Source: an optimization exercise on an open RTL-to-GDS flow (aim: small area and a short achievable clock period). Production flows keep margins and buffers that such runs may drop. The RTL was checked by simulation tests, not by an equivalence proof against the original design. Power is estimated from default activity; no workload was simulated.

==> run a: inputs <==
Design id_regfile_sb, start of the top module:
module id_regfile_sb #(
    parameter  int unsigned XLEN     = common::XLEN_DEFAULT,
    parameter  int unsigned NUM_REGS = common::REGISTER_FILE_SIZE,
    parameter  int unsigned NUM_RD   = 2,
    parameter  int unsigned CNT_W    = 16,
    localparam int unsigned AW       = $clog2(NUM_REGS)
) (
    input  logic                     clk,
    input  logic                     reset,
    input  logic [NUM_RD*AW-1:0]     rd_id,
    output logic [NUM_RD*XLEN-1:0]   rd_data,
    input  logic                     wb_en,
    input  logic [AW-1:0]            wb_id,
    input  logic [XLEN-1:0]          wb_data,
    input  logic                     issue_valid,
    input  logic                     issue_has_rd,
    input  logic [AW-1:0]            issue_rd,
    output logic                     issue_ready,
    input  logic                     flush,
    output logic [NUM_REGS-1:0]      busy,
    output logic [CNT_W-1:0]         stall_cnt,
    output logic [NUM_REGS*XLEN-1:0] debug_reg
);
    logic [NUM_REGS-1:0]        wb_dec;
    logic [NUM_REGS-1:0]        iss_dec;
    logic [XLEN-1:0]            wb_data_n;
    logic [XLEN-1:0]            regs_n [NUM_REGS];    
    logic [NUM_REGS-1:0]        valid_q;
    always_comb begin
        for (int unsigned i = 0; i < NUM_REGS; i++) begin
            wb_dec[i]  = wb_en && wb_id == AW'(i);
            iss_dec[i] = issue_rd == AW'(i);
        end
    end
    assign wb_data_n = ~wb_data;
    always_ff @(posedge clk or posedge reset) begin
        if (reset) begin
            valid_q <= '0;
        end else begin
  ...
clock: 10.0 ns
lec_check: 0
cap_margin: 20
core_margin: 2
core_utilization: 40
setup_slack_margin: 4.0
slew_margin: 20
synth_hierarchical: 1
standard.sh (not shown) runs the stock make flow with config.mk's settings and CLKGATE_MAP_FILE= SYNTH_SCRIPT=/design/flow/synth_recipe.tcl, a recipe that flattens the netlist after the stock synthesis.
==> flow/flow/run.sh <==
#!/bin/bash
# The standard layout, with the smallest port buffers, ABC's buffers removed before placement
# and a clock tree of small buffers over clusters of up to 20 flip-flops, without dummy loads.
set -euo pipefail
bash standard.sh \
  REMOVE_ABC_BUFFERS=1 \
  BUFFER_PORTS_ARGS="-buffer_cell sky130_fd_sc_hd__buf_1" \
  CTS_ARGS="-sink_clustering_enable -repair_clock_nets -dont_use_dummy_load -sink_clustering_size 20 -sink_clustering_max_diameter 100 -buf_list {sky130_fd_sc_hd__clkbuf_8 sky130_fd_sc_hd__clkbuf_16}" \
  finish > make_finish.log 2>&1
==> run b: changes against run a <==
==> flow/flow/run.sh (replaced) <==
#!/bin/bash
# The standard layout, with the smallest port buffers, pins one routing track apart (so that the
# 1,194 ports fit around a denser core), ABC's buffers removed before placement and
# a clock tree of small buffers over clusters of up to 12 flip-flops, without dummy loads. Timing
# repair aims 4.0 ns above zero slack up to clock tree synthesis and 3.5 ns after global routing.
set -euo pipefail
args=(
  REMOVE_ABC_BUFFERS=1
  BUFFER_PORTS_ARGS="-buffer_cell sky130_fd_sc_hd__buf_1"
  PLACE_PINS_ARGS="-min_distance 1 -min_distance_in_tracks"
  CTS_ARGS="-sink_clustering_enable -repair_clock_nets -dont_use_dummy_load -sink_clustering_size 12 -sink_clustering_max_diameter 50 -buf_list {sky130_fd_sc_hd__clkbuf_4 sky130_fd_sc_hd__clkbuf_8}"
)
bash standard.sh "${args[@]}" SETUP_SLACK_MARGIN=4.0 cts > make_cts.log 2>&1
bash standard.sh "${args[@]}" SETUP_SLACK_MARGIN=3.5 finish > make_finish.log 2>&1
- CORE_UTILIZATION: 40 -> 50
==> run c: changes against run a <==
==> flow/flow/run.sh (replaced) <==
#!/bin/bash
# The standard layout, with the smallest port buffers, ABC's buffers removed before placement and
# a clock tree of small buffers over clusters of up to 12 flip-flops, without dummy loads. Timing
# repair aims 4.0 ns above zero slack up to clock tree synthesis and 3.5 ns after global routing.
set -euo pipefail
args=(
  REMOVE_ABC_BUFFERS=1
  BUFFER_PORTS_ARGS="-buffer_cell sky130_fd_sc_hd__buf_1"
  CTS_ARGS="-sink_clustering_enable -repair_clock_nets -dont_use_dummy_load -sink_clustering_size 12 -sink_clustering_max_diameter 50 -buf_list {sky130_fd_sc_hd__clkbuf_4 sky130_fd_sc_hd__clkbuf_8}"
)
bash standard.sh "${args[@]}" SETUP_SLACK_MARGIN=4.0 cts > make_cts.log 2>&1
bash standard.sh "${args[@]}" SETUP_SLACK_MARGIN=3.5 finish > make_finish.log 2>&1
==> run_results.csv <==
group,metric,value,unit
clock_tree,post_cts_resized,494,
sta,skew,67.6,ps
critical_path,worstReg2RegStart,"u_scoreboard.busy_q[21]$_DFF_PP0_",
grt,antenna_found_initial,57,
route,routed_via_density,7.45,
die,num_tap_cells,1380,
power,clockPowerShare,22.3,%
power,cellPowerDensity,208,mW/mm²
finish,clkCellAreaFrac,3.00,%
route,drt-pass1-iter-count,15,
sta,setup_slack,3410,ps
finish,nClkBuffers,132,
finish,sh_seq_area,36.0,%
die,initial_core_util,50.2,%
finish,multi_input_cells,4622,
outcome,status,"no timing/DRC/antenna violations",
clock_tree,htree_levels,4,
place,dp_cells,8502,
sta,relSlewSlack,19.4,%
# the run above: run b

==> run_results.csv <==
group,metric,value,unit
route,drt-pass1-iter-count,10,
die,initial_core_util,40.4,%
route,routed_via_density,7.06,
finish,multi_input_cells,4618,
sta,skew,62.5,ps
place,dp_cells,8841,
clock_tree,post_cts_resized,590,
grt,antenna_found_initial,52,
finish,sh_seq_area,35.5,%
outcome,status,"no timing/DRC/antenna violations",
finish,clkCellAreaFrac,3.16,%
power,clockPowerShare,22.9,%
clock_tree,htree_levels,4,
# the run above: run c

==> run_results.csv <==
group,metric,value,unit
finish,sh_seq_area,34.3,%
power,cellPowerDensity,199,mW/mm²
clock_tree,htree_levels,2,
sta,setup_slack,3800,ps
sta,skew,18.4,ps
die,num_tap_cells,1729,
outcome,status,"no timing/DRC/antenna violations",
finish,clkCellAreaFrac,2.36,%
critical_path,worstReg2RegStart,"u_scoreboard.busy_q[20]$_DFF_PP0_",
route,drt-pass1-iter-count,10,
grt,antenna_found_initial,46,
# the run above: run a

static timing again, ports no longer ideal:
Ports are ideal in the flow. The routed layouts listed here were re-timed in OpenROAD.
Step 1 (the two cells are an assumption about what drives the block):
set clk [get_ports {clk}]
set_driving_cell -lib_cell sky130_fd_sc_hd__clkbuf_16 $clk
set_driving_cell -lib_cell sky130_fd_sc_hd__buf_2 [delete_from_list [all_inputs] $clk]
Step 2 adds t to the input delays and takes it off the output delays; t is the mean of the earliest and latest rising clock arrival at the registers after step 1. Input paths then give back, and output paths get back, about the clock's delay inside the block.
Slacks: ideal / step 1 / step 2; pairs: ideal / step 1.
run | t (ns) | setup WS [ns] | worst setup path at the end
run a | 0.801 | 3.797 / 3.553 / 3.553 | input to output
run b | 0.969 | 3.406 / 3.151 / 3.151 | input to output
run c | 1.001 | 3.630 / 3.424 / 3.424 | input to output
After both steps setup and hold are still met in every run listed. For run b, which loses most, drivers alone change the setup slack by -0.255 ns; drivers and shift together by -0.255 ns.
